Source: an optimization exercise on an open RTL-to-GDS flow (aim: small area). Production flows keep margins and buffers that such runs may drop.
The RTL was checked by simulation tests, not by an equivalence proof against the original design.
Power and IR drop assume default switching activity. The clock port is modelled as an ideal driver; clocking choices that lean on that would not hold on a real chip.

**flow/design.v**
```verilog
module ibq_aoi222 (
    input  logic [2:0] a,
    input  logic [2:0] b,
    output logic       y
);
    assign y = ~|(a & b);
endmodule
module ibq_aoi22 (
    input  logic [1:0] a,
    input  logic [1:0] b,
    output logic       y
);
    assign y = ~|(a & b);
endmodule
module ibq_nand2 (
    input  logic a,
    input  logic b,
    output logic y
);
    assign y = ~(a & b);
endmodule
module ibq_nand3 (
    input  logic a,
    input  logic b,
    input  logic c,
    output logic y
);
    assign y = ~(a & b & c);
endmodule
module ibq_aor4 (
    input  logic [3:0] s,
    input  logic [3:0] d,
    output logic       y
);
    logic t0, t1;
    ibq_aoi222 u_a (.a(s[2:0]), .b(d[2:0]), .y(t0));
    ibq_nand2  u_b (.a(s[3]), .b(d[3]), .y(t1));
    ibq_nand2  u_y (.a(t0), .b(t1), .y(y));
endmodule
module ibq_aon8 (
    input  logic [7:0] s,
    input  logic [7:0] d,
    output logic       ny
);
    logic t0, t1, t2;
    ibq_aoi222 u_a (.a(s[2:0]), .b(d[2:0]), .y(t0));
    ibq_aoi222 u_b (.a(s[5:3]), .b(d[5:3]), .y(t1));
    ibq_aoi22  u_c (.a(s[7:6]), .b(d[7:6]), .y(t2));
    assign ny = t0 & t1 & t2;
endmodule
module ibq_sel2 (
    input  logic na,
    input  logic nsa,
    input  logic nb,
    input  logic nsb,
    output logic y
);
    assign y = ~((na | nsa) & (nb | nsb));
endmodule
module ib_queue #(
    parameter int FETCH_W = 4,
    parameter int ISSUE_W = 2,
    parameter int DEPTH   = 16,
    parameter int PTAB_W  = 5
) (
    input  logic                         clk,
    input  logic                         rst_,
    input  logic                         flush,
    input  logic                         fetch_valid,
    input  logic [31:0]                  fetch_pc,
    input  logic [FETCH_W*32-1:0]        fetch_insn,
    input  logic [FETCH_W-1:0]           fetch_mask,
    input  logic [FETCH_W-1:0]           fetch_delot,
    input  logic [PTAB_W-1:0]            fetch_ptab_addr,
    input  logic [31:0]                  fetch_branch_pc,
    output logic                         ib_allin,
    output logic [ISSUE_W-1:0]           ib_id_valid,
    output logic [ISSUE_W*32-1:0]        ib_id_pc,
    output logic [ISSUE_W*32-1:0]        ib_id_insn,
    output logic [ISSUE_W*PTAB_W-1:0]    ib_id_ptab_addr,
    output logic [ISSUE_W-1:0]           ib_id_delot_flag,
    input  logic [$clog2(ISSUE_W+1)-1:0] id_take,
    output logic [$clog2(DEPTH+1)-1:0]   ib_count
);
    localparam int EW = 68;
    localparam int PT = 37;      
    logic [4:0]    head, tail;
    logic [EW-1:0] mem [16];
    logic          enq;
    logic          unused_pc_lo;
    assign unused_pc_lo = ^fetch_pc[3:0];
    assign ib_count = tail - head;
    assign ib_allin = ib_count <= 5'd12;
    assign enq      = fetch_valid && ib_allin && !flush;
    logic [1:0] cidx [4];
    logic [2:0] nwords;
    always_comb begin
        logic [2:0] n;
        for (int k = 0; k < 4; k++) cidx[k] = 2'd0;
        n = 3'd0;
        for (int i = 0; i < 4; i++)
            if (fetch_mask[i]) begin
                cidx[n[1:0]] = 2'(i);
                n = n + 3'd1;
            end
        nwords = n;
    end
    logic hi_match;
    assign hi_match = (fetch_pc[31:4] == fetch_branch_pc[31:4]) && (fetch_branch_pc[1:0] == 2'b00);
    logic [1:0]    bsel  [4];
    logic [3:0]    boh   [4];
    logic [EW-1:0] wdata [4];
    for (genvar b = 0; b < 4; b++) begin : g_wb
        logic [1:0] k;
        logic       isbr;
        assign k       = 2'(b) - tail[1:0];
        assign bsel[b] = cidx[k];
        assign boh[b]  = 4'b0001 << bsel[b];
        assign isbr    = hi_match && fetch_branch_pc[3:2] == bsel[b];
        for (genvar x = 0; x < 32; x++) begin : g_insn
            ibq_aor4 u_mux (
                .s(boh[b]),
                .d({fetch_insn[96+x], fetch_insn[64+x], fetch_insn[32+x], fetch_insn[x]}),
                .y(wdata[b][x])
            );
        end
        ibq_aor4 u_dl (.s(boh[b]), .d(fetch_delot), .y(wdata[b][32]));
        assign wdata[b][37:33] = isbr ? fetch_ptab_addr : 5'd0;
        assign wdata[b][39:38] = bsel[b];
        assign wdata[b][67:40] = fetch_pc[31:4];
    end
    logic [15:0] wen;
    for (genvar e = 0; e < 16; e++) begin : g_wen
        logic [3:0] d;
        assign d      = 4'(e) - tail[3:0];
        assign wen[e] = ib_allin && d[3:2] == 2'd0;
    end
    always_ff @(posedge clk) begin
        if (!rst_ || flush) begin
            head <= '0;
            tail <= '0;
        end else begin
            head <= head + 5'(id_take);
            if (enq)
                tail <= tail + 5'(nwords);
        end
        for (int e = 0; e < 16; e++)
            if (wen[e])
                mem[e] <= wdata[e % 4];
    end
    logic [4:0]    h1;
    logic [7:0]    oe, oo;
    logic [EW-1:0] nev, nov;
    assign h1 = head + 5'd1;
    assign oe = 8'b1 << h1[3:1];
    assign oo = 8'b1 << head[3:1];
    for (genvar x = 0; x < EW; x++) begin : g_rd
        logic [7:0] de, dd;
        for (genvar j = 0; j < 8; j++) begin : g_j
            assign de[j] = mem[2*j][x];
            assign dd[j] = mem[2*j+1][x];
        end
        ibq_aon8 u_e (.s(oe), .d(de), .ny(nev[x]));
        ibq_aon8 u_o (.s(oo), .d(dd), .ny(nov[x]));
    end
    logic br0, br1, ge1, ge2, v0, v1;
    assign br0 = !(head[0] ? nov[PT] : nev[PT]);
    assign br1 = !(head[0] ? nev[PT] : nov[PT]);
    assign ge1 = ib_count != 5'd0;
    assign ge2 = ib_count >= 5'd2;
    assign v0  = ge1 && !(br0 && !ge2);
    assign v1  = ge2 && !br1;
    logic g0e, g0o, g1e, g1o;
    assign g0e = v0 && !head[0];
    assign g0o = v0 &&  head[0];
    assign g1e = v1 &&  head[0];
    assign g1o = v1 && !head[0];
    logic [EW-1:0] o0, o1;
    for (genvar x = 0; x < EW; x++) begin : g_out
        ibq_sel2 u_0 (.na(nev[x]), .nsa(!g0e), .nb(nov[x]), .nsb(!g0o), .y(o0[x]));
        ibq_sel2 u_1 (.na(nev[x]), .nsa(!g1e), .nb(nov[x]), .nsb(!g1o), .y(o1[x]));
    end
    assign ib_id_valid      = {v1, v0};
    assign ib_id_insn       = {o1[31:0], o0[31:0]};
    assign ib_id_delot_flag = {o1[32], o0[32]};
    assign ib_id_ptab_addr  = {1'b0, o1[36:33], o0[37:33]};
    assign ib_id_pc         = {o1[67:38], 2'b00, o0[67:38], 2'b00};
endmodule
```
**flow/run.sh**
```bash
#!/bin/bash
# synth_recipe.tcl (not shown) runs the flow's synth.tcl, then flattens the netlist and writes it again
# the make line also repeats each setting of config.mk as NAME=value (left out here)
make -C /OpenROAD-flow-scripts/flow DESIGN_CONFIG=/design/flow/config.mk WORK_HOME=/design/flow/orfs CLKGATE_MAP_FILE= SYNTH_SCRIPT=/design/flow/synth_recipe.tcl finish
```
**flow/config.mk**
```make
export PLATFORM = sky130hd
export DESIGN_NAME = ib_queue
export DESIGN_NICKNAME = ib_queue
export VERILOG_FILES = /design/flow/design.v
export SDC_FILE = /design/flow/constraint.sdc
export NUM_CORES = 4
export LEC_CHECK = 0
export CAP_MARGIN = 20
export CORE_MARGIN = 2
export CORE_UTILIZATION = 40
export SLEW_MARGIN = 20
export SYNTH_HIERARCHICAL = 1
export SYNTH_MINIMUM_KEEP_SIZE = 0
```
**flow/constraint.sdc**
```tcl
create_clock -name core_clock -period 6.0 [get_ports {clk}]
set_input_delay 1.2000 -clock core_clock [delete_from_list [all_inputs] [get_ports {clk}]]
set_output_delay 1.2000 -clock core_clock [all_outputs]
set_load 0.01 [all_outputs]
```
==> flow_metrics.tcl, run 1 <==
set metrics [dict create \
    drive_gt1_share_pct 14.7 \
    cts_max_path_buffers 3 \
    cts_buffers 106 \
    postRouteWirelength_um 150000 \
    endpoint_kind "primary output" \
    track_usage_pct 25.9 \
    hold_viol_final 0 \
    max_slew_margin_pct 37.8 \
    p_int_w 0.0148 \
    cp_max_fo 36 \
    cellPowerDensity_nw_per_um2 377 \
    clkTransAtPathRegs_ps 60 \
    hold_class "flop to flop" \
    area_growth_syn_to_layout_pct 23.3 \
    first_pass_iters 14 \
    leakagePower_nw 16.9 \
    syn_area_per_cell_sq_um 17.4 \
    final_cell_area_sq_um 53900 \
    cap_violations 0 \
    die_h_um 335 \
    antenna_found_initial 25 \
    start_kind "flop" \
    nNetsFinal 3286 \
    grt_max_degree 69 \
    pre_cts_slack_ps 542 \
    vias 29762 \
    synthArstFlopShare_pct 0 \
    die-area_sq_um 112000 \
    slew_violations 0 \
    synthSimpleGateAreaFrac_pct 6.16 \
    num_rows 121 \
    setup_viol 0 \
    initial_utilization_pct 40.3 \
    cp.required_ps 4800 \
    synth_fa_ha_area_share_pct 0.871 \
    synthMuxAreaShare_pct 0.495 \
    synth_top_family_by_area "compound AO/OA/AOI/OAI gates" \
    period_share_pct 98.0 \
    grt_overflow 0 \
    grt_pass1_wl_um 209000 \
    worstMarginPinSlew_ps 932 \
    drt-initial-drc-count 5869 \
    skew_ps 27.8 \
    placed_cell_area_sq_um 50300 \
    synthCells 2511 \
    crit_arrival_ps 4680 \
    p_seq_share_pct 47.7 \
    power.share.combinational_pct 20.6 \
    worst_slack_ps 119 \
    ir_drop_mv 0.254 \
    clock_latency_ps 680 \
    p_sw_share_pct 27.2 \
    switchingPower_w 0.00553 \
    pin_count 359 \
    synth_xor_area_share_pct 0.962 \
    routedWlPerCell_um 33.0 \
    fillers 8880 \
    clockRootBuffer "clkbuf_16" \
    synth_compound_area_share_pct 15.8 \
    grt_pass1_vias 30068 \
    cts_tree "done" \
    clock.fmax_mhz 170 \
    crit_type "flop to primary output" \
    dominantRegCellSynth "edfxtp_1" \
    synth_area_sq_um 43700 \
    core_area_sq_um 109000 \
    total_power_w 0.0203 \
    drc 0 \
    io_buffers 349 \
    gp_congestion 0.817 \
    period_minus_slack_ps 5880 \
    ant_nets 0 \
    htreeDepth 3 \
    grt_setup_unrepaired "false" \
    synth-edff-count 1088 \
    ff2ff_setup_slack_ps 1570 \
    die_w_um 335 \
    whs_ps 509 \
    clock_power_share_pct 31.7 \
    ys.warnings.count 17 \
    cts.sinks 1098 \
    seq_area_frac_synth_pct 75.2 \
    ys_types 64 \
    outcome "no timing/DRC/antenna violations" \
    drt-vias-per-instance 6.53 \
    hpwlAfterDp_um 83600 \
    ys_ff_latch 1098 \
]
## per-stage QoR
stage | cells | utilization [%] | TNS [ps]
floorplan | 2515 | - | -494430
global placement | 4346 | 46.4 | 0
detailed placement | 4346 | 46.4 | 0
CTS | 4539 | 49.5 | 0
global route | 4550 | 49.6 | 0
finish | 4556 | 49.6 | 0
## layout make-up
cell class / count / area, sq um / area share (%)
sequential: 1098 / 32900 / 61.0
timing repair buffer: 440 / 4540 / 8.43
tap: 1414 / 1770 / 3.29
antenna: 10 / 25.0 / 0.0465
clock inverter: 60 / 548 / 1.02
clock buffer: 133 / 2820 / 5.23
inverter: 27 / 106 / 0.197
multi-input combinational: 1374 / 11200 / 20.7
## synth_stat cells (4+ instances only)
cell type | instances | area (sq um)
a21oi_1 | 13 | 65.1
a222oi_1 | 404 | 4040
a22oi_2 | 136 | 1700
and2_1 | 8 | 50.1
and3_1 | 142 | 888
buf_2 | 4 | 20.0
buf_4 | 7 | 52.6
clkbuf_1 | 5 | 18.8
dfxtp_1 | 10 | 200
edfxtp_1 | 1088 | 32700
fa_1 | 4 | 80.1
ha_1 | 24 | 300
inv_1 | 24 | 90.1
mux2_2 | 6 | 67.6
mux2i_1 | 10 | 100
nand2_1 | 284 | 1070
nand2b_1 | 8 | 50.1
nand3_1 | 13 | 65.1
nand4_1 | 6 | 37.5
nor2_1 | 27 | 101
nor2b_1 | 19 | 119
nor3_1 | 28 | 140
nor3b_1 | 4 | 30.0
o21ai_0 | 7 | 35.0
o22ai_1 | 135 | 845
xnor2_1 | 41 | 359
xor2_1 | 7 | 61.3
## Yosys stat by module, one instance, submodules excluded, a selection
| module | times used | area, sq um | flip-flops and latches |
|---|---|---|---|
| ibq_aon8 | 136 | 6.26 | 0 |
| ibq_sel2 | 135 | 6.26 | 0 |
| ibq_aoi22 | 136 | 12.5 | 0 |
| ibq_nand2 | 264 | 3.75 | 0 |
| ib_queue | 1 | 35300 | 1098 |
| ibq_aoi222 | 404 | 10.0 | 0 |
## state kept, by name (all words and copies together) (netlist names)
register	count
head	5
mem	1088
tail	5
## worst max-delay path: stages, from the launching register on
cell and delay (ps):
dfxtp_2 520, nand3_2 210, xnor2_1 170, buf_4 180, nor3_4 190, buf_4 570
buf_4 670, a222oi_1 200, and3_1 250, o22ai_1 390, clkdlybuf4s50_1 650
## metal layers
metal / wire length [um] / up-vias / GRT usage [%]
met5: 112 / - / 0
met2: 72900 / 2147 / 43.1
met4: 4780 / 18 / 9.04
met1: 54300 / 14919 / 33.5
met3: 18000 / 357 / 5.83
li1: - / 12321 / -
## power groups by stage
stage | sequential, W | clock [W] | combinational, W
2_1_floorplan | 0.00983 | 0 | 0.00186
4_1_cts | 0.00968 | 0.00653 | 0.00410
3_5_place_dp | 0.00984 | 0 | 0.00408
6_report | 0.00969 | 0.00645 | 0.00418
5_1_grt | 0.00974 | 0.00683 | 0.00437
3_3_place_gp | 0.00979 | 0 | 0.00400
## kinds of logic after synthesis
| logic type | count (synthesis) |
|---|---|
| xor gates and xnor gates | 48 |
| AOI/OAI and AO/OA | 717 |
| other | 1 |
| adders and majority gates | 28 |
| buffers and inverters | 44 |
| and+or+nand+nor | 557 |
| DFF | 1098 |
| muxes | 18 |
## timing repair
| action | CTS | global route |
|---|---|---|
| hold buffers | 0 | 0 |
| setup endpoints to repair | 40 | 41 |
| buffers inserted | 0 | 5 |
| resized for setup | 3 | 9 |
| gates cloned | 0 | 1 |
## final timing paths
path	from	endpoint	depth (start not counted)
setup reg to reg	tail[1]	mem[4][4]	8
hold reg to reg	tail[4]	tail[4]	2
setup / recovery	head[1]	ib_id_insn[47]	10
hold / removal	tail[4]	tail[4]	2
## cell usage in the layout, fill, tap and decap left out, drive strengths merged, types with 19 or more instances in the layout
cell type      instances
nor3                  28
buf                   91
o22ai                135
inv                   28
nand2                284
clkinv                45
a22oi                137
and3                 142
clkbuf               133
ha                    24
xnor2                 41
a222oi               404
clkdlybuf4s50        349
edfxtp              1088
nor2                  27
nor2b                 19
==> run 2, diff against run 1 <==
--- a/flow/design.v
+++ b/flow/design.v
@@ -2,11 +2,4 @@
     input  logic [2:0] a,
     input  logic [2:0] b,
-    output logic       y
-);
-    assign y = ~|(a & b);
-endmodule
-module ibq_aoi22 (
-    input  logic [1:0] a,
-    input  logic [1:0] b,
     output logic       y
 );
@@ -43,9 +36,8 @@
     output logic       ny
 );
-    logic t0, t1, t2;
+    logic t0, t1;
     ibq_aoi222 u_a (.a(s[2:0]), .b(d[2:0]), .y(t0));
     ibq_aoi222 u_b (.a(s[5:3]), .b(d[5:3]), .y(t1));
-    ibq_aoi22  u_c (.a(s[7:6]), .b(d[7:6]), .y(t2));
-    assign ny = t0 & t1 & t2;
+    assign ny = t0 & t1 & ~|(s[7:6] & d[7:6]);
 endmodule
 module ibq_sel2 (
@@ -141,5 +133,5 @@
             tail <= '0;
         end else begin
-            head <= head + 5'(id_take);
+            head <= hn;
             if (enq)
                 tail <= tail + 5'(nwords);
@@ -149,10 +141,13 @@
                 mem[e] <= wdata[e % 4];
     end
-    logic [4:0]    h1;
+    logic [4:0]    hn, hn1;
     logic [7:0]    oe, oo;
     logic [EW-1:0] nev, nov;
-    assign h1 = head + 5'd1;
-    assign oe = 8'b1 << h1[3:1];
-    assign oo = 8'b1 << head[3:1];
+    assign hn  = (!rst_ || flush) ? 5'd0 : head + 5'(id_take);
+    assign hn1 = hn + 5'd1;
+    always_ff @(posedge clk) begin
+        oe <= 8'b1 << hn1[3:1];
+        oo <= 8'b1 << hn[3:1];
+    end
     for (genvar x = 0; x < EW; x++) begin : g_rd
         logic [7:0] de, dd;
--- a/flow/config.mk
+++ b/flow/config.mk
@@ -9,4 +9,5 @@
 export CORE_MARGIN = 2
 export CORE_UTILIZATION = 40
+export CTS_BUF_LIST = sky130_fd_sc_hd__clkbuf_8
 export SLEW_MARGIN = 20
 export SYNTH_HIERARCHICAL = 1
==> flow_metrics.tcl, run 2 <==
set metrics [dict create \
    fillers 9075 \
    crit_type "flop to primary output" \
    yosysTopAreaCellShare_pct 74.2 \
    die_h_um 336 \
    pin_count 359 \
    grt_pass1_wl_um 208000 \
    critPathTopFamily "buffers and inverters" \
    max_stage_delay_ps 530 \
    clock_latency_ps 820 \
    grt_max_degree 69 \
    cts_buffers 174 \
    period_share_pct 96.1 \
    start_kind "flop" \
    gp_congestion 0.810 \
    setup_viol 0 \
    postRouteWirelength_um 148000 \
    skew_ps 24.1 \
    yosysMostFrequentCell "edfxtp_1" \
    cp_max_fo 18 \
    synthArstFlopShare_pct 0 \
    first_pass_iters 14 \
    cts_max_path_buffers 3 \
    grt_setup_unrepaired "false" \
    critPathSlowestCell "clkdlybuf4s50_1" \
    ir_drop_mv 0.174 \
    vias 30235 \
    yosysTopAreaCell "edfxtp_1" \
    ys_types 67 \
    synth_common_cells "1088 x edfxtp_1, 422 x nand2_1, 404 x a222oi_1" \
    synthCells 2542 \
    cap_violations 0 \
    seq_area_frac_synth_pct 75.4 \
    num_rows 121 \
    drt-initial-drc-count 5130 \
    drc 0 \
    ys.warnings.count 17 \
    die-area_sq_um 113000 \
    nNetsFinal 3375 \
    worst_slack_ps 236 \
    period_minus_slack_ps 5760 \
    final_common_cell "edfxtp_1" \
    htreeDepth 4 \
    drive_gt1_share_pct 15.2 \
    core_area_sq_um 109000 \
    ant_nets 0 \
    area_growth_syn_to_layout_pct 21.6 \
    synth-edff-count 1088 \
    die_w_um 336 \
    slew_violations 0 \
    final_cell_mix "1088 x edfxtp_1, 421 x nand2_1, 404 x a222oi_1, 349 x clkdlybuf4s50_1, 176 x clkbuf_8" \
    total_power_w 0.0190 \
    dominantRegCellSynth "edfxtp_1" \
    hold_class "flop to flop" \
    io_buffers 349 \
    grt_pass1_vias 30652 \
    netlist_top_cells_area "edfxtp_1 74%, a222oi_1 9.2%, a221oi_2 4.6%" \
    max_slew_margin_pct 27.1 \
    pre_cts_slack_ps 594 \
    cts_tree "done" \
    largest_register_ffs 1088 \
    worstMarginPinSlew_ps 1090 \
    cts_hold_buf 0 \
    endpoint_kind "primary output" \
    track_usage_pct 25.6 \
    leakagePower_nw 18.0 \
    critPathBufInv 4 \
    cp.required_ps 4800 \
    cellPowerDensity_nw_per_um2 354 \
    outcome "no timing/DRC/antenna violations" \
    hpwlAfterDp_um 86000 \
    routedWlPerCell_um 31.5 \
    path_cells "ha_1, inv_1, fa_1, a21o_1, a21oi_1, xnor2_1, inv_2, o41a_1, nand2_4, buf_4, o22ai_1, clkdlybuf4s50_1" \
    antenna_found_initial 16 \
    hold_viol_final 0 \
    ys_ff_latch 1114 \
    drt-vias-per-instance 6.45 \
    synth_area_sq_um 44000 \
    grt_overflow 0 \
    largestRegisters "mem (1088), oe (8), oo (8)" \
    clockRootBuffer "clkbuf_8" \
    crit_arrival_ps 4560 \
    clock.fmax_mhz 173 \
    cts.sinks 1114 \
    clkTransAtPathRegs_ps 60 \
    initial_utilization_pct 40.4 \
    top_register "mem" \
    syn_area_per_cell_sq_um 17.3 \
    utilization_pct 49.2 \
]
[run 2: changes by cell type after synthesis, sizes merged, moves of 8 or more]
cell    delta
nand2    +138
xnor2     -28
a221oi   +137
a22oi    -128
nand3      -9
nor4      +13
dfxtp     +16
nor3b      +8
and3     -138
xor2      +29
nor3      -11
nor2b     -14
[run 2: worst min-delay path: stages (launching register included)]
cell and delay, ps:
dfxtp_1 330, o31ai_1 70, a21oi_1 60
[run 2: repair_timing]
action	4_1_cts	5_1_grt
endpoints found under the setup margin	70	0
resized for setup	2	0
setup buffers	0	0
[run 2: worst paths after layout]
check                           startpoint            to  slack, ps  cells past startpoint
worst max-delay path               head[0]  ib_id_pc[57]        240                     12
worst min-delay path               tail[4]       tail[4]        510                      2
worst min register to register     tail[4]       tail[4]        510                      2
worst max register to register     head[0]   mem[12][48]       2290                     10
[run 2: kinds of logic after synthesis]
group	after synthesis	share of synthesized area, %
DFF	1114	75.4
and+or+nand+nor	555	5.35
xor gates and xnor gates	49	0.991
AOI/OAI and AO/OA	738	16.8
other	1	0.00851
muxes	5	0.116
buffers and inverters	54	0.560
adders and majority gates	26	0.807
[run 2: area by class of cell]
type	count	area, sq um	share of cell area [%]
Sequential cell	1114	33300	62.1
Multi-Input combinational cell	1378	10900	20.3
Clock inverter	127	698	1.30
Inverter	32	120	0.224
Timing Repair Buffer	438	4420	8.26
Tap cell	1414	1770	3.30
Clock buffer	176	2420	4.52
Antenna cell	11	27.5	0.0514
[run 2: report_power, final]
group	switching (W)	total [W]	internal (W)
registers	0.000158	0.00947	0.00932
logic	0.00224	0.00367	0.00144
clock network	0.00287	0.00581	0.00294
total	0.00526	0.0190	0.0137
[run 2: metrics by stage]
stage          hold slack (ps)  setup TNS [ps]  instance area [sq um]  std cells
6_report                   513               0                  53600       4690
2_1_floorplan              464         -418170                  44100       2546
3_3_place_gp               477               0                  50300       4371
3_5_place_dp               497               0                  50400       4374
5_1_grt                    537               0                  53600       4683
4_1_cts                    508               0                  53500       4677
[run 2: layer usage]
metal	up-vias	GRT usage [%]	share of wire, %
li1	12613	-	-
met3	335	5.75	11
met1	15214	33.4	38
met5	-	0	0.021
met2	2067	41.8	48
met4	6	9.51	3.2
[run 2: Yosys stat by module, one instance, submodules excluded, excerpt]
module / copies in the design / cells inside
ibq_nand2: 264 / 1
ibq_aon8: 136 / 2
ib_queue: 1 / 1467
ibq_aoi222: 404 / 1
ibq_sel2: 135 / 1
==> run 3, diff against run 2 <==
==> flow/flow/run.sh (new file) <==
#!/bin/bash
# Layout flow: the standard ORFS flow (standard.sh) with three settings changed:
#  - abc maps for a 0.5 (instead of 5) output load, so cells at module outputs of the
#    hierarchical synthesis are not upsized (registers are unchanged);
#  - the input and output port buffers are sky130_fd_sc_hd__buf_1;
#  - clock tree synthesis inserts no dummy loads and clusters up to 25 sinks
#    within 100 um per leaf buffer.
# The full make output is in standard.log in the work folder.
set -euo pipefail
bash standard.sh \
  ABC_LOAD_IN_FF=0.5 \
  "BUFFER_PORTS_ARGS=-buffer_cell sky130_fd_sc_hd__buf_1" \
  "CTS_ARGS=-sink_clustering_enable -repair_clock_nets -dont_use_dummy_load -sink_clustering_size 25 -sink_clustering_max_diameter 100" \
  finish > standard.log 2>&1
==> flow/standard.sh (new file) <==
#!/bin/bash
# synth_recipe.tcl (not shown) runs the flow's synth.tcl, then flattens the netlist and writes it again
# the make line also repeats each setting of config.mk as NAME=value (left out here)
make -C /OpenROAD-flow-scripts/flow DESIGN_CONFIG=/design/flow/config.mk WORK_HOME=/design/flow/orfs CLKGATE_MAP_FILE= SYNTH_SCRIPT=/design/flow/synth_recipe.tcl "${@:-finish}"
==> flow/config.mk (replaced) <==
export PLATFORM = sky130hd
export DESIGN_NAME = ib_queue
export DESIGN_NICKNAME = ib_queue
export VERILOG_FILES = /design/flow/design.v
export SDC_FILE = /design/flow/constraint.sdc
export NUM_CORES = 4
export LEC_CHECK = 0
export CAP_MARGIN = 10
export CORE_MARGIN = 2
export CORE_UTILIZATION = 55
export SLEW_MARGIN = 10
export SYNTH_HIERARCHICAL = 1
export SYNTH_MINIMUM_KEEP_SIZE = 0
removed: flow/run.sh
==> flow_metrics.tcl, run 3 <==
set metrics [dict create \
    cap_violations 0 \
    cts_hold_buf 0 \
    antenna_found_initial 21 \
    drt-vias-per-instance 7.34 \
    clock.fmax_mhz 177 \
    synth-edff-count 1088 \
    slew_violations 0 \
    drive_gt1_share_pct 6.48 \
    seq_area_frac_synth_pct 76.8 \
    cp.required_ps 4800 \
    hold_viol_final 0 \
    cts.sinks 1114 \
    final_cell_mix "1088 x edfxtp_1, 421 x nand2_1, 404 x a222oi_1, 349 x buf_1, 137 x a221oi_1" \
    synthArstFlopShare_pct 0 \
    clock_latency_ps 640 \
    setup_viol 0 \
    yosysTopAreaCell "edfxtp_1" \
    final-seq-area_sq_um 33200 \
    cts_buffers 50 \
    vias 29826 \
    synth_common_cells "1088 x edfxtp_1, 422 x nand2_1, 404 x a222oi_1" \
    pin_count 359 \
    cp_max_fo 35 \
    grt_max_degree 69 \
    gp_congestion 0.840 \
    grt_setup_unrepaired "false" \
    start_kind "flop" \
    initial_utilization_pct 55.7 \
    routedWlPerCell_um 34.4 \
    hold_class "flop to flop" \
    area_growth_syn_to_layout_pct 11.5 \
    postRouteWirelength_um 140000 \
    cts_resized 0 \
    ys_ff_latch 1114 \
    dominantRegCellSynth "edfxtp_1" \
    outcome "no timing/DRC/antenna violations" \
    postCtsSetupBuffers 0 \
    final_cell_area_sq_um 48200 \
    die_h_um 284 \
    cts_tree "done" \
    r2r-start "head[0]" \
    cellPowerDensity_nw_per_um2 336 \
    crit_arrival_ps 4450 \
    die-area_sq_um 80800 \
    ys_types 67 \
    worstMarginPinSlew_ps 1230 \
    ir_drop_mv 0.259 \
    die_w_um 284 \
    drt-initial-drc-count 5502 \
    yosysTopAreaCellShare_pct 75.6 \
    pre_cts_slack_ps 971 \
    worst_slack_ps 348 \
    grt_pass1_vias 29322 \
    skew_ps 48.8 \
    top_register "mem" \
    largestRegisters "mem (1088), oe (8), oo (8)" \
    cts_max_path_buffers 3 \
    final_common_cell "edfxtp_1" \
    largest_register_ffs 1088 \
    ant_nets 0 \
    crit_type "flop to primary output" \
    placed_cell_area_sq_um 46900 \
    multi_input_area_sq_um 10000 \
    leakagePower_nw 15.4 \
    htreeDepth 2 \
    num_rows 102 \
    endpoint_kind "primary output" \
    cp-startpoint "head[0]" \
    max_slew_margin_pct 17.5 \
    first_pass_iters 17 \
    grt_pass1_wl_um 199000 \
    nNetsFinal 3250 \
    drc 0 \
    synth_area_sq_um 43200 \
    track_usage_pct 33.9 \
    syn_area_per_cell_sq_um 17.0 \
    clkTransAtPathRegs_ps 90 \
    core_area_sq_um 77600 \
    netlist_top_cells_area "edfxtp_1 76%, a222oi_1 9.4%, nand2_1 3.7%" \
    clockRootBuffer "clkbuf_16" \
    period_minus_slack_ps 5650 \
    fillers 5842 \
    hpwlAfterDp_um 77600 \
    hp-start "tail[4]" \
    period_share_pct 94.2 \
    io_buffers 349 \
    synthCells 2542 \
    grt_overflow 0 \
    yosysMostFrequentCell "edfxtp_1" \
    ys.warnings.count 17 \
]
[run 3: cell types whose count changed in the layout (fill, tap and decap cells not counted), moves of 6 or more]
| cell | change |
|---|---|
| clkbuf_8 | -176 |
| buf_1 | +349 |
| a221oi_1 | +136 |
| clkinv_1 | -42 |
| and2_2 | -6 |
| a221oi_2 | -136 |
| clkbuf_16 | +50 |
| inv_1 | -53 |
| clkinv_2 | -14 |
| clkdlybuf4s50_1 | -349 |
| dfxtp_4 | -6 |
[run 3: per-module statistics from Yosys (local to each module, per instance), a selection]
module	cell area [sq um]	flip-flops and latches	cells
ibq_sel2	6.26	0	1
ib_queue	35600	1114	1467
ibq_aoi222	10.0	0	1
ibq_aon8	12.5	0	2
ibq_nand2	3.75	0	1
[run 3: worst max-delay path, stage by stage (launching register included)]
cell and delay (ps):
dfxtp_1 660, ha_1 280, inv_1 60, fa_1 400
a21o_1 180, a21oi_1 170, xnor2_1 180, inv_1 200
o41a_1 500, nand2_4 460, buf_12 280, o22ai_1 170
buf_1 170
[run 3: final timing paths]
kind	endpoint	slack, ps	cells past startpoint
hold / removal	tail[4]	500	2
setup reg to reg	mem[5][66]	1610	10
setup / recovery	ib_id_insn[53]	350	12
hold reg to reg	tail[4]	500	2
[run 3: final cells by class]
cell class              count  share of cell area (%)
multi-input cells        1378                    20.8
clock buffers              50                    2.60
diodes                     10                  0.0520
inverters                  32                   0.249
repair buffers            437                    4.61
well taps                1040                    2.70
flip-flops and latches   1114                    69.0
[run 3: power by group]
group / internal [W] / switching, W
clock: 0.00149 / 0.00221
sequential: 0.00930 / 0.000149
combinational: 0.000925 / 0.00212
[run 3: per-stage QoR]
stage	TNS [ps]	instances	power, W	hold slack (ps)	util (%)
after global placement	0	4001	0.0125	485	60.4
after global routing	0	4059	0.0167	531	62.1
after detailed placement	0	4001	0.0126	485	60.4
final	0	4061	0.0162	503	62.1
after floorplan	-408960	2546	0.0112	464	-
after CTS	0	4051	0.0162	502	62.0
[run 3: cell families (layout without fill, tap and decap cells)]
group	after synthesis	in the layout	share of synthesized area (%)
AO/OA/AOI/OAI	738	738	15.2
XOR/XNOR	49	49	0.994
adder cells (fa/ha/maj)	26	26	0.823
buffers and inverters	54	519	0.565
flip-flops	1114	1114	76.8
multiplexers	5	5	0.119
other	1	15	0.00868
AND/OR/NAND/NOR	555	555	5.48
[run 3: layer usage]
metal / up-vias / wire length (um) / part of all wire, % / global-route usage (%)
li1: 12224 / - / - / -
met1: 15006 / 51700 / 37 / 46.8
met2: 2240 / 65100 / 47 / 53.7
met3: 332 / 18200 / 13 / 7.50
met4: 24 / 4570 / 3.3 / 11.8
met5: - / 150 / 0.11 / 0
==> run 4, diff against run 3 <==
--- a/flow/config.mk
+++ b/flow/config.mk
@@ -6,8 +6,8 @@
 export NUM_CORES = 4
 export LEC_CHECK = 0
-export CAP_MARGIN = 10
+export CAP_MARGIN = 20
 export CORE_MARGIN = 2
-export CORE_UTILIZATION = 55
-export SLEW_MARGIN = 10
+export CORE_UTILIZATION = 40
+export SLEW_MARGIN = 20
 export SYNTH_HIERARCHICAL = 1
 export SYNTH_MINIMUM_KEEP_SIZE = 0
==> flow_metrics.tcl, run 4 <==
set metrics [dict create \
    outcome "no timing/DRC/antenna violations" \
    postRouteWirelength_um 144000 \
    final_common_cell "edfxtp_1" \
    synth_top_family_by_area "compound AO/OA/AOI/OAI gates" \
    drt-vias-per-instance 6.68 \
    cts_max_path_buffers 3 \
    synthCells 2542 \
    synth_xor_area_share_pct 0.994 \
    htreeDepth 2 \
    grt_pass1_vias 28989 \
    utilization_pct 45.4 \
    period_share_pct 93.6 \
    dominantRegCellSynth "edfxtp_1" \
    synth_area_sq_um 43200 \
    top_register "mem" \
    clock_power_share_pct 22.8 \
    synth_common_cells "1088 x edfxtp_1, 422 x nand2_1, 404 x a222oi_1" \
    seq_area_frac_synth_pct 76.8 \
    grt_max_degree 69 \
    p_sw_share_pct 27.9 \
    cts_buffers 51 \
    netlist_top_cells_area "edfxtp_1 76%, a222oi_1 9.4%, nand2_1 3.7%" \
    synthArstFlopShare_pct 0 \
    initial_utilization_pct 40.3 \
    critPathBufInv 4 \
    start_kind "flop" \
    drive_gt1_share_pct 6.55 \
    endpoint_kind "primary output" \
    crit_type "flop to primary output" \
    period_minus_slack_ps 5620 \
    grt_overflow 0 \
    p_int_w 0.0117 \
    antenna_found_initial 37 \
    cts_hold_buf 0 \
    fillers 9235 \
    pre_cts_slack_ps 774 \
    nNetsFinal 3245 \
    largest_register_ffs 1088 \
    yosysTopAreaCellShare_pct 75.6 \
    cap_violations 0 \
    io_buffers 349 \
    hold_viol_final 0 \
    yosysTopAreaCell "edfxtp_1" \
    ys_ff_latch 1114 \
    crit_arrival_ps 4420 \
    die-area_sq_um 111000 \
    grt_setup_unrepaired "false" \
    ys.warnings.count 17 \
    die_w_um 333 \
    ys_types 67 \
    total_power_w 0.0163 \
    routedWlPerCell_um 32.6 \
    path_common_cell "inv_1" \
    clock_latency_ps 650 \
    synthMuxAreaShare_pct 0.119 \
    first_pass_iters 14 \
    pin_count 359 \
    synth-edff-count 1088 \
    hold_class "flop to flop" \
    synthSimpleGateAreaFrac_pct 5.48 \
    cp.required_ps 4800 \
    cts_tree "done" \
    drt-initial-drc-count 6074 \
    yosysMostFrequentCell "edfxtp_1" \
    die_h_um 333 \
    vias 29507 \
    path_cells "ha_1, inv_1, fa_1, a21o_1, a21oi_1, xnor2_1, inv_1, o41a_1, nand2_4, buf_4, o22ai_1, buf_1" \
    p_seq_share_pct 58.1 \
    largestRegisters "mem (1088), oe (8), oo (8)" \
    num_rows 120 \
    final_cell_mix "1088 x edfxtp_1, 421 x nand2_1, 404 x a222oi_1, 349 x buf_1, 137 x a221oi_1" \
    cp_max_fo 48 \
    track_usage_pct 25.1 \
    syn_area_per_cell_sq_um 17.0 \
    clockRootBuffer "clkbuf_16" \
    cts_resized 0 \
    slew_violations 0 \
    setup_viol 0 \
    core_area_sq_um 107000 \
    critPathSlowestCell "dfxtp_1" \
    cellPowerDensity_nw_per_um2 335 \
    ir_drop_mv 0.223 \
    clkTransAtPathRegs_ps 70 \
    leakagePower_nw 15.4 \
    max_stage_delay_ps 580 \
    drc 0 \
    gp_congestion 0.813 \
    critPathTopFamily "compound AO/OA/AOI/OAI gates" \
    max_slew_margin_pct 21.3 \
    clock.fmax_mhz 178 \
    synth_fa_ha_area_share_pct 0.823 \
    cts.sinks 1114 \
    worst_slack_ps 383 \
    grt_pass1_wl_um 203000 \
    power.share.combinational_pct 19.1 \
    postCtsSetupBuffers 0 \
    skew_ps 89.7 \
    ant_nets 0 \
    synth_compound_area_share_pct 15.2 \
    area_growth_syn_to_layout_pct 12.5 \
    worstMarginPinSlew_ps 1180 \
    switchingPower_w 0.00454 \
    hpwlAfterDp_um 84700 \
]
-- run 4: cell counts after synthesis --
Identical to the previous run, type by type.
-- run 4: power by group through the flow --
| stage | registers [W] | logic (W) | clock network [W] |
|---|---|---|---|
| 3_3_place_gp | 0.00960 | 0.00299 | 0 |
| 6_report | 0.00946 | 0.00312 | 0.00371 |
| 2_1_floorplan | 0.00963 | 0.00161 | 0 |
| 5_1_grt | 0.00950 | 0.00330 | 0.00401 |
| 4_1_cts | 0.00946 | 0.00307 | 0.00377 |
| 3_5_place_dp | 0.00964 | 0.00306 | 0 |
-- run 4: final timing paths --
| check | startpoint | end | slack, ps | depth (start not counted) |
|---|---|---|---|---|
| max | head[0] | ib_id_pc[60] | 380 | 12 |
| min | tail[4] | tail[4] | 500 | 2 |
| max reg2reg | head[0] | mem[2][0] | 2070 | 11 |
| min reg2reg | tail[4] | tail[4] | 500 | 2 |
-- run 4: stage by stage --
stage,hold slack (ps),instance area (sq um),std cells,setup TNS (ps)
global route,532,48600,4409,0
finish,503,48600,4418,0
CTS,508,48600,4408,0
global placement,488,47300,4357,0
detailed placement,502,47300,4357,0
floorplan,464,43200,2546,-408960
-- run 4: area by class of cell --
cell class              instances  area [sq um]  share of cell area (%)
repair buffers                431          2160                    4.45
flip-flops and latches       1114         33300                    68.4
clock buffers                  51          1280                    2.63
well taps                    1403          1760                    3.61
multi-input cells            1378         10000                    20.6
inverters                      32           120                   0.247
diodes                          9          22.5                  0.0463
-- run 4: per-module statistics from Yosys (local to each module, per instance), excerpt --
module      times used  flip-flops and latches
ibq_aon8           136                       0
ibq_nand2          264                       0
ibq_sel2           135                       0
ib_queue             1                    1114
ibq_aoi222         404                       0
-- run 4: cells by family after synthesis --
family	after synthesis
buffers and inverters	54
AOI/OAI and AO/OA	738
adders and majority gates	26
other	1
xor gates and xnor gates	49
muxes	5
DFF	1114
and+or+nand+nor	555
-- run 4: tightest hold or removal path: cells and delay by family, from the launching register on --
| family | cells | cell delay (ps) |
|---|---|---|
| flops | 1 | 330 |
| compound gates | 2 | 120 |
-- run 4: routing by layer --
metal  track usage [%]  part of all wire [%]
met2              42.4                    48
met1              32.4                    36
met3              5.98                    13
met4              6.95                   2.9
met5                 0                  0.15
==> run 5, diff against run 4 <==
--- a/flow/design.v
+++ b/flow/design.v
@@ -40,4 +40,14 @@
     ibq_aoi222 u_b (.a(s[5:3]), .b(d[5:3]), .y(t1));
     assign ny = t0 & t1 & ~|(s[7:6] & d[7:6]);
+endmodule
+module ibq_aon7 (
+    input  logic [6:0] s,
+    input  logic [6:0] d,
+    output logic       ny
+);
+    logic t0, t1;
+    ibq_aoi222 u_a (.a(s[2:0]), .b(d[2:0]), .y(t0));
+    ibq_aoi222 u_b (.a(s[5:3]), .b(d[5:3]), .y(t1));
+    assign ny = t0 & t1 & ~(s[6] & d[6]);
 endmodule
 module ibq_sel2 (
@@ -75,8 +85,12 @@
     output logic [$clog2(DEPTH+1)-1:0]   ib_count
 );
-    localparam int EW = 68;
+    localparam int EW = 41;
     localparam int PT = 37;      
+    localparam int LP = 40;      
+    localparam int NL = 14;      
     logic [4:0]    head, tail;
+    logic [3:0]    lhead, ltail;
     logic [EW-1:0] mem [16];
+    logic [27:0]   lpc [NL];
     logic          enq;
     logic          unused_pc_lo;
@@ -120,5 +134,5 @@
         assign wdata[b][37:33] = isbr ? fetch_ptab_addr : 5'd0;
         assign wdata[b][39:38] = bsel[b];
-        assign wdata[b][67:40] = fetch_pc[31:4];
+        assign wdata[b][LP]    = ltail[0];
     end
     logic [15:0] wen;
@@ -128,22 +142,45 @@
         assign wen[e] = ib_allin && d[3:2] == 2'd0;
     end
+    logic       lp0, lp1, lp2;
+    logic [4:0] hn, hn1, h2;
+    logic [1:0] nl;
+    logic [3:0] lh_add, lt_inc;
+    assign hn  = (!rst_ || flush) ? 5'd0 : head + 5'(id_take);
+    assign hn1 = hn + 5'd1;
+    assign h2  = head + 5'd2;
+    assign lp2 = mem[h2[3:0]][LP];
+    always_comb begin
+        case (id_take)
+            2'd1:    nl = {1'b0, lp0 ^ lp1};
+            2'd2:    nl = 2'(lp0 ^ lp1) + 2'(lp1 ^ lp2);
+            default: nl = 2'd0;
+        endcase
+    end
+    assign lh_add = lhead + 4'(nl);
+    assign lt_inc = ltail + 4'd1;
     always_ff @(posedge clk) begin
+        head <= hn;
         if (!rst_ || flush) begin
-            head <= '0;
-            tail <= '0;
+            tail  <= '0;
+            ltail <= '0;
+            lhead <= '0;
         end else begin
-            head <= hn;
-            if (enq)
+            if (enq) begin
                 tail <= tail + 5'(nwords);
+                if (nwords != 3'd0)
+                    ltail <= (lt_inc == 4'(NL)) ? 4'd0 : lt_inc;
+            end
+            if (hn == tail)
+                lhead <= ltail;
+            else
+                lhead <= (lh_add >= 4'(NL)) ? lh_add - 4'(NL) : lh_add;
         end
         for (int e = 0; e < 16; e++)
             if (wen[e])
                 mem[e] <= wdata[e % 4];
-    end
-    logic [4:0]    hn, hn1;
+        lpc[ltail] <= fetch_pc[31:4];
+    end
     logic [7:0]    oe, oo;
     logic [EW-1:0] nev, nov;
-    assign hn  = (!rst_ || flush) ? 5'd0 : head + 5'(id_take);
-    assign hn1 = hn + 5'd1;
     always_ff @(posedge clk) begin
         oe <= 8'b1 << hn1[3:1];
@@ -159,7 +196,25 @@
         ibq_aon8 u_o (.s(oo), .d(dd), .ny(nov[x]));
     end
+    logic [2:0]  lre, lro;
+    logic [6:0]  loe, loo;
+    logic [27:0] nlev, nlov;
+    assign lro = lhead[3:1];
+    assign lre = (lhead == 4'(NL - 1)) ? 3'd0 : 3'(lhead[3:1] + 3'(lhead[0]));
+    assign loe = 7'b1 << lre;
+    assign loo = 7'b1 << lro;
+    for (genvar x = 0; x < 28; x++) begin : g_lrd
+        logic [6:0] de, dd;
+        for (genvar j = 0; j < 7; j++) begin : g_j
+            assign de[j] = lpc[2*j][x];
+            assign dd[j] = lpc[2*j+1][x];
+        end
+        ibq_aon7 u_e (.s(loe), .d(de), .ny(nlev[x]));
+        ibq_aon7 u_o (.s(loo), .d(dd), .ny(nlov[x]));
+    end
     logic br0, br1, ge1, ge2, v0, v1;
     assign br0 = !(head[0] ? nov[PT] : nev[PT]);
     assign br1 = !(head[0] ? nev[PT] : nov[PT]);
+    assign lp0 = !(head[0] ? nov[LP] : nev[LP]);
+    assign lp1 = !(head[0] ? nev[LP] : nov[LP]);
     assign ge1 = ib_count != 5'd0;
     assign ge2 = ib_count >= 5'd2;
@@ -171,8 +226,18 @@
     assign g1e = v1 &&  head[0];
     assign g1o = v1 && !head[0];
-    logic [EW-1:0] o0, o1;
-    for (genvar x = 0; x < EW; x++) begin : g_out
+    logic l0e, l0o, l1e, l1o;
+    assign l0e = v0 && !lhead[0];
+    assign l0o = v0 &&  lhead[0];
+    assign l1e = v1 && !lp1;
+    assign l1o = v1 &&  lp1;
+    logic [39:0] o0, o1;
+    logic [27:0] p0, p1;
+    for (genvar x = 0; x < 40; x++) begin : g_out
         ibq_sel2 u_0 (.na(nev[x]), .nsa(!g0e), .nb(nov[x]), .nsb(!g0o), .y(o0[x]));
         ibq_sel2 u_1 (.na(nev[x]), .nsa(!g1e), .nb(nov[x]), .nsb(!g1o), .y(o1[x]));
+    end
+    for (genvar x = 0; x < 28; x++) begin : g_lout
+        ibq_sel2 u_0 (.na(nlev[x]), .nsa(!l0e), .nb(nlov[x]), .nsb(!l0o), .y(p0[x]));
+        ibq_sel2 u_1 (.na(nlev[x]), .nsa(!l1e), .nb(nlov[x]), .nsb(!l1o), .y(p1[x]));
     end
     assign ib_id_valid      = {v1, v0};
@@ -180,4 +245,4 @@
     assign ib_id_delot_flag = {o1[32], o0[32]};
     assign ib_id_ptab_addr  = {1'b0, o1[36:33], o0[37:33]};
-    assign ib_id_pc         = {o1[67:38], 2'b00, o0[67:38], 2'b00};
-endmodule
+    assign ib_id_pc         = {p1, o1[39:38], 2'b00, p0, o0[39:38], 2'b00};
+endmodule
==> flow_metrics.tcl, run 5 <==
set metrics [dict create \
    outcome "no timing/DRC/antenna violations" \
    leakagePower_nw 15.6 \
    die-area_sq_um 110000 \
    ir_drop_mv 0.239 \
    setup_viol 0 \
    rr_endpoint "mem[10][25]" \
    die_w_um 331 \
    clockRootBuffer "clkbuf_16" \
    cp_max_fo 40 \
    track_usage_pct 24.7 \
    netlist_top_cells_area "edfxtp_1 73%, a222oi_1 9.5%, nand2_1 3.7%" \
    setup_tns_ps 0 \
    r2r-start "head[0]" \
    path_cells "ha_1, fa_1, nand2b_1, a21oi_1, xnor2_1, buf_4, nor4_1, o21ai_1, nand2b_2, buf_4, o22ai_1, buf_1" \
    grt_max_degree 41 \
    drc 0 \
    synth_top_family_by_area "compound AO/OA/AOI/OAI gates" \
    synth_fa_ha_area_share_pct 1.31 \
    yosysMostFrequentCell "edfxtp_1" \
    worstMarginPinSlew_ps 1240 \
    yosysTopAreaCellShare_pct 73.4 \
    final_cell_area_sq_um 48300 \
    synthCells 2636 \
    ys.warnings.count 17 \
    clock_latency_ps 680 \
    cts_hold_buf 0 \
    skew_ps 70.7 \
    synthSimpleGateAreaFrac_pct 6.12 \
    max_slew_margin_pct 17.5 \
    final_cell_mix "1048 x edfxtp_1, 424 x nand2_1, 409 x a222oi_1, 349 x buf_1, 137 x o22ai_1" \
    grt.met3_usage_pct 5.70 \
    syn_area_per_cell_sq_um 16.3 \
    slew_violations 0 \
    synth_xor_area_share_pct 1.35 \
    max_stage_delay_ps 620 \
    first_pass_iters 15 \
    dominantRegCellSynth "edfxtp_1" \
    placed_cell_area_sq_um 47000 \
    area_growth_syn_to_layout_pct 12.7 \
    ff2ff_setup_slack_ps 1650 \
    crit_arrival_ps 4650 \
    path_common_cell "buf_4" \
    worst_slack_ps 150 \
    largestRegisters "mem (656), lpc (392)" \
    synthArstFlopShare_pct 0 \
    final_common_cell "edfxtp_1" \
    drt-vias-per-instance 6.58 \
    ant_nets 0 \
    hpwlAfterDp_um 84900 \
    synthMuxAreaShare_pct 0.767 \
    antenna_found_initial 22 \
    crit_type "flop to primary output" \
    pin_count 359 \
    grt_pass1_wl_um 199000 \
    cap_violations 0 \
    drive_gt1_share_pct 7.79 \
    crit_end "ib_id_pc[3]" \
    period_minus_slack_ps 5850 \
    period_share_pct 97.5 \
    synth_common_cells "1048 x edfxtp_1, 426 x nand2_1, 409 x a222oi_1" \
    postRouteWirelength_um 141000 \
    pre_cts_slack_ps 851 \
    total_power_w 0.0160 \
    grtUsageMet1_pct 35.1 \
    num_rows 120 \
    htreeDepth 2 \
    routedWlPerCell_um 31.1 \
    cellPowerDensity_nw_per_um2 330 \
    largest_register_ffs 656 \
    synth_area_sq_um 42900 \
    yosysTopAreaCell "edfxtp_1" \
    endpoint_kind "primary output" \
    ys_ff_latch 1082 \
    hold_viol_final 0 \
    grt_pass1_vias 28170 \
    cts_buffers 50 \
    core_area_sq_um 107000 \
    die_h_um 331 \
    clkTransAtPathRegs_ps 90 \
    seq_area_frac_synth_pct 75.0 \
    io_buffers 349 \
    met2_usage_pct 37.5 \
    cp-startpoint "head[0]" \
    hold_class "flop to flop" \
    busiest_layer "met2" \
    clock.fmax_mhz 171 \
    r2r_cells 11 \
    nNetsFinal 3376 \
    grt_overflow 0 \
    initial_utilization_pct 40.2 \
    cts_tree "done" \
    drt-initial-drc-count 5430 \
    cts_max_path_buffers 3 \
    top_register "mem" \
    synth_compound_area_share_pct 14.8 \
    synth-edff-count 1048 \
    ys_types 64 \
    critPathSlowestCell "buf_4" \
    cts.sinks 1082 \
    vias 29838 \
    cp.required_ps 4800 \
    start_kind "flop" \
    gp_congestion 0.845 \
    grt_setup_unrepaired "false" \
]
==> run 5: cell types whose count changed in the layout (fill, tap and decap cells not counted), sizes merged, moves of 22 or more <==
cell,previous run,this run
nor2,32,55
a21oi,9,74
and3,4,30
edfxtp,1088,1048
a221oi,137,82
xnor2,13,35
buf,430,461
==> run 5: per-stage QoR <==
step	std cells	hold slack (ps)	utilization [%]
finish	4534	563	45.3
global route	4532	595	45.3
CTS	4524	567	45.2
detailed placement	4474	551	44.1
global placement	4474	553	44.1
floorplan	2640	496	-
==> run 5: metal layers <==
layer	share of wire [%]	vias to the layer above	routed length, um
li1	-	12412	-
met1	39	15022	54700
met2	44	2101	62300
met3	14	283	19100
met4	3.2	20	4530
met5	0.17	-	236
==> run 5: worst min path at each step <==
stage,cells after the start,from,slack [ps],end
final,2,ltail[1],560,ltail[1]
after global routing,2,ltail[1],590,ltail[1]
after CTS,2,ltail[1],570,ltail[1]
after detailed placement,2,ltail[1],550,ltail[1]
after global placement,2,ltail[1],550,ltail[1]
after floorplan,2,ltail[1],500,lhead[1]
==> run 5: timing repair <==
item                       4_1_cts  5_1_grt
setup buffers                    0        0
setup endpoints to repair        0       16
resized for setup                0        2
==> run 5: critical path, delay by kind of cell, from the launching register on <==
family | cells | cell delay (ps)
buffers and inverters | 3 | 990
AO/OA/AOI/OAI | 3 | 860
adder cells (fa/ha/maj) | 2 | 750
AND/OR/NAND/NOR | 3 | 720
flip-flops | 1 | 550
XOR/XNOR | 1 | 90
==> run 5: report_power, final <==
part / switching (W) / total [W] / internal [W]
Clock: 0.00220 / 0.00369 / 0.00149
Combinational: 0.00220 / 0.00313 / 0.000927
Sequential: 0.000143 / 0.00913 / 0.00899
==> run 5: layout make-up <==
type / instances / area [sq um]
Antenna cell: 10 / 25.0
Timing Repair Buffer: 461 / 2250
Clock buffer: 50 / 1250
Tap cell: 1403 / 1760
Sequential cell: 1082 / 32200
Multi-Input combinational cell: 1490 / 10700
Fill cell: 9394 / 58400
Inverter: 38 / 143
==> run 5: cells by family after synthesis <==
group	after synthesis
flops	1082
compound gates	742
simple gates	609
buf+inv	68
xor+xnor	66
fa+ha+maj	42
mux	26
other cells	1
==> run 5: modules after synthesis (local to each module, per instance), a selection <==
module	area, sq um	cells	copies in the design
ib_queue	35400	1553	1
ibq_nand2	3.75	1	264
ibq_aoi222	10.0	1	408
ibq_aon7	8.76	2	56
ibq_aon8	12.5	2	82
ibq_sel2	6.26	1	135
==> run 6, diff against run 5 <==
--- a/flow/design.v
+++ b/flow/design.v
@@ -89,5 +89,5 @@
     localparam int LP = 40;      
     localparam int NL = 14;      
-    logic [4:0]    head, tail;
+    logic [4:0]    head, count;
     logic [3:0]    lhead, ltail;
     logic [EW-1:0] mem [16];
@@ -96,6 +96,8 @@
     logic          unused_pc_lo;
     assign unused_pc_lo = ^fetch_pc[3:0];
-    assign ib_count = tail - head;
-    assign ib_allin = ib_count <= 5'd12;
+    logic [4:0] tail;
+    assign tail     = head + count;
+    assign ib_count = count;
+    assign ib_allin = count <= 5'd12;
     assign enq      = fetch_valid && ib_allin && !flush;
     logic [1:0] cidx [4];
@@ -143,9 +145,8 @@
     end
     logic       lp0, lp1, lp2;
-    logic [4:0] hn, hn1, h2;
+    logic [4:0] hn, h2;
     logic [1:0] nl;
     logic [3:0] lh_add, lt_inc;
     assign hn  = (!rst_ || flush) ? 5'd0 : head + 5'(id_take);
-    assign hn1 = hn + 5'd1;
     assign h2  = head + 5'd2;
     assign lp2 = mem[h2[3:0]][LP];
@@ -159,17 +160,17 @@
     assign lh_add = lhead + 4'(nl);
     assign lt_inc = ltail + 4'd1;
+    logic [4:0] cnt_left;
+    assign cnt_left = count - 5'(id_take);
     always_ff @(posedge clk) begin
         head <= hn;
         if (!rst_ || flush) begin
-            tail  <= '0;
+            count <= '0;
             ltail <= '0;
             lhead <= '0;
         end else begin
-            if (enq) begin
-                tail <= tail + 5'(nwords);
-                if (nwords != 3'd0)
-                    ltail <= (lt_inc == 4'(NL)) ? 4'd0 : lt_inc;
-            end
-            if (hn == tail)
+            count <= cnt_left + (enq ? 5'(nwords) : 5'd0);
+            if (enq && nwords != 3'd0)
+                ltail <= (lt_inc == 4'(NL)) ? 4'd0 : lt_inc;
+            if (cnt_left == 5'd0)
                 lhead <= ltail;
             else
@@ -181,10 +182,10 @@
         lpc[ltail] <= fetch_pc[31:4];
     end
+    logic [4:0]    h1;
     logic [7:0]    oe, oo;
     logic [EW-1:0] nev, nov;
-    always_ff @(posedge clk) begin
-        oe <= 8'b1 << hn1[3:1];
-        oo <= 8'b1 << hn[3:1];
-    end
+    assign h1 = head + 5'd1;
+    assign oe = 8'b1 << h1[3:1];
+    assign oo = 8'b1 << head[3:1];
     for (genvar x = 0; x < EW; x++) begin : g_rd
         logic [7:0] de, dd;
@@ -217,6 +218,6 @@
     assign lp0 = !(head[0] ? nov[LP] : nev[LP]);
     assign lp1 = !(head[0] ? nev[LP] : nov[LP]);
-    assign ge1 = ib_count != 5'd0;
-    assign ge2 = ib_count >= 5'd2;
+    assign ge1 = count != 5'd0;
+    assign ge2 = count >= 5'd2;
     assign v0  = ge1 && !(br0 && !ge2);
     assign v1  = ge2 && !br1;
==> flow/flow/run.sh (replaced) <==
#!/bin/bash
# Layout flow: the standard ORFS flow (standard.sh) with three settings changed:
#  - abc maps for a 0.5 (instead of 5) output load, so cells at module outputs of the
#    hierarchical synthesis are not upsized (registers are unchanged);
#  - the input and output port buffers are sky130_fd_sc_hd__buf_1;
#  - clock tree synthesis inserts no dummy loads and clusters up to 30 sinks
#    within 100 um per leaf buffer.
# The full make output is in standard.log in the work folder.
set -euo pipefail
bash standard.sh \
  ABC_LOAD_IN_FF=0.5 \
  "BUFFER_PORTS_ARGS=-buffer_cell sky130_fd_sc_hd__buf_1" \
  "CTS_ARGS=-sink_clustering_enable -repair_clock_nets -dont_use_dummy_load -sink_clustering_size 30 -sink_clustering_max_diameter 100" \
  finish > standard.log 2>&1
==> flow_metrics.tcl, run 6 <==
set metrics [dict create \
    whs_ps 545 \
    endpoint_kind "primary output" \
    total_power_w 0.0182 \
    min_to "lhead[1]" \
    clockRootBuffer "clkbuf_16" \
    die-area_sq_um 109000 \
    ys.warnings.count 17 \
    final-seq-area_sq_um 31800 \
    vias 29648 \
    worstMarginPinSlew_ps 1120 \
    grt_pass1_vias 28528 \
    cts_max_path_buffers 3 \
    top_register "mem" \
    final_common_cell "edfxtp_1" \
    p_seq_share_pct 55.9 \
    period_share_pct 95.7 \
    synthArstFlopShare_pct 0 \
    grt_max_degree 42 \
    period_minus_slack_ps 5740 \
    syn_area_per_cell_sq_um 16.2 \
    r2r_cells 19 \
    core_area_sq_um 106000 \
    cap_violations 0 \
    first_pass_iters 15 \
    crit_type "flop to primary output" \
    ir_drop_mv 0.317 \
    yosysTopAreaCell "edfxtp_1" \
    largest_register_ffs 656 \
    num_rows 119 \
    yosysMostFrequentCell "edfxtp_1" \
    hpwlAfterDp_um 84300 \
    skew_ps 69.6 \
    hold_class "flop to flop" \
    track_usage_pct 24.4 \
    pre_cts_slack_ps 424 \
    synth-edff-count 1048 \
    final_cell_mix "1048 x edfxtp_1, 439 x nand2_1, 408 x a222oi_1, 349 x buf_1, 139 x o22ai_1" \
    start_kind "flop" \
    pin_count 359 \
    drt-initial-drc-count 6205 \
    cp.required_ps 4800 \
    slew_violations 0 \
    setup_viol 0 \
    outcome "no timing/DRC/antenna violations" \
    die_w_um 331 \
    htreeDepth 2 \
    nNetsFinal 3389 \
    clock.fmax_mhz 174 \
    cp_max_fo 40 \
    synthCells 2646 \
    largestRegisters "mem (656), lpc (392), count (5)" \
    drive_gt1_share_pct 7.81 \
    clock_power_share_pct 18.4 \
    io_buffers 349 \
    routedWlPerCell_um 30.6 \
    synth_area_sq_um 42700 \
    worst_slack_ps 257 \
    clock_latency_ps 610 \
    area_growth_syn_to_layout_pct 12.4 \
    drt-vias-per-instance 6.55 \
    grt_setup_unrepaired "false" \
    p_int_w 0.0124 \
    hold_viol_final 0 \
    grt_pass1_wl_um 195000 \
    dp_cells 4474 \
    hold_depth 2 \
    antenna_found_initial 26 \
    gp_congestion 0.836 \
    ys_types 70 \
    ys_ff_latch 1065 \
    switchingPower_w 0.00578 \
    r2r-start "head[3]" \
    leakagePower_nw 15.4 \
    seq_area_frac_synth_pct 74.4 \
    rr_endpoint "lhead[2]" \
    p_sw_share_pct 31.8 \
    fin_cells 4527 \
    cts_buffers 42 \
    yosysTopAreaCellShare_pct 73.6 \
    max_slew_margin_pct 25.4 \
    initial_utilization_pct 40.5 \
    ant_nets 0 \
    ff2ff_setup_slack_ps 940 \
    dominantRegCellSynth "edfxtp_1" \
    drc 0 \
    cts_tree "done" \
    clkTransAtPathRegs_ps 120 \
    synth_common_cells "1048 x edfxtp_1, 443 x nand2_1, 408 x a222oi_1" \
    cellPowerDensity_nw_per_um2 379 \
    postRouteWirelength_um 138000 \
    multi_input_area_sq_um 11000 \
    netlist_top_cells_area "edfxtp_1 74%, a222oi_1 9.6%, nand2_1 3.9%" \
    grt_overflow 0 \
    crit_arrival_ps 4540 \
    fillers 9235 \
    cts.sinks 1065 \
    hp-start "ltail[1]" \
    power.share.combinational_pct 25.7 \
    die_h_um 331 \
    cts_hold_buf 0 \
]
run 6: final cells by class:
class                   instances  share of cell area, %
well taps                    1391                   3.62
repair buffers                462                   4.62
diodes                         11                 0.0573
inverters                      38                  0.297
multi-input cells            1518                   23.0
clock buffers                  42                   2.19
flip-flops and latches       1065                   66.2
run 6: logic make-up after synthesis:
logic type	Yosys count	share of synthesized area, %
flops	1065	74.4
compound gates	773	15.4
simple gates	611	6.16
buf+inv	67	0.709
xor+xnor	63	1.31
fa+ha+maj	51	1.60
mux	15	0.363
other cells	1	0.00877
run 6: what timing repair did:
action / CTS / global route
resized for setup: 2 / 7
setup endpoints to repair: 55 / 99
setup buffers: 0 / 0
run 6: metal layers:
metal  track usage [%]  wire, um
met5                 0       123
met4              6.99      4100
met3              6.19     17500
met1              34.0     53300
met2              38.0     63300
run 6: how the worst max path moves through the flow:
stage	cells after the start	end	startpoint	slack, ps
floorplan	12	ib_id_delot_flag[0]	head[0]	450
global placement	13	ib_id_pc[22]	head[1]	480
detailed placement	13	ib_id_pc[17]	head[1]	420
CTS	13	ib_id_pc[17]	head[1]	-0.04
global route	11	ib_id_pc[46]	head[3]	40
finish	11	ib_id_pc[46]	head[3]	260
run 6: critical path, stage by stage, from the launching register on:
cell and delay [ps]:
dfxtp_1 770, inv_1 180, ha_2 240, buf_4 360
a222oi_1 420, nand2_1 90, a221oi_1 360, mux2i_1 190
or3_1 570, buf_4 310, o22ai_1 220, buf_1 180
run 6: through the flow:
stage	util, %	cell area [sq um]	TNS [ps]
floorplan	-	42800	0
finish	45.5	48000	0
global route	45.5	48000	0
CTS	45.5	48000	-0.0382
detailed placement	44.5	46900	0
global placement	44.5	46900	0
run 6: power groups by stage:
stage	logic [W]	clock network [W]	registers, W
4_1_cts	0.00458	0.00341	0.0102
3_5_place_dp	0.00457	0	0.0103
2_1_floorplan	0.00242	0	0.0103
6_report	0.00467	0.00335	0.0102
3_3_place_gp	0.00453	0	0.0103
5_1_grt	0.00492	0.00364	0.0103
run 6: per-module statistics from Yosys, one instance, submodules excluded, excerpt:
module | cell area (sq um) | copies in the design | cells
ibq_sel2 | 6.26 | 135 | 1
ibq_aoi222 | 10.0 | 408 | 1
ibq_aon7 | 8.76 | 56 | 2
ib_queue | 35300 | 1 | 1563
ibq_nand2 | 3.75 | 264 | 1
ibq_aon8 | 12.5 | 82 | 2

port drivers added, routing unchanged:
In the flow no input, the clock included, has a driving cell. The finished layouts below were timed again as built, in two steps. Step 1, drivers: a clkbuf_16 drives clk and a buf_2 each remaining input, both assumed. Step 2 also shifts input and output timing later by t, the mid clock arrival at the registers, as if the neighbouring blocks saw the same clock. Three values: ideal, step 1, step 2; two values: the first two.
| run | shift t [ns] | setup slack, ns | worst register clock-pin slew, ns |
|---|---|---|---|
| run 1 | 0.730 | 0.119 / 0.049 / 0.554 | 0.06 / 0.06 |
| run 2 | 0.880 | 0.236 / 0.168 / 0.438 | 0.07 / 0.07 |
| run 3 | 0.684 | 0.348 / 0.280 / 0.834 | 0.10 / 0.10 |
| run 4 | 0.677 | 0.383 / 0.311 / 0.617 | 0.10 / 0.10 |
| run 5 | 0.706 | 0.150 / 0.084 / 0.688 | 0.10 / 0.10 |
| run 6 | 0.664 | 0.257 / 0.186 / 0.729 | 0.12 / 0.12 |
After both steps setup and hold are still met in every run listed.
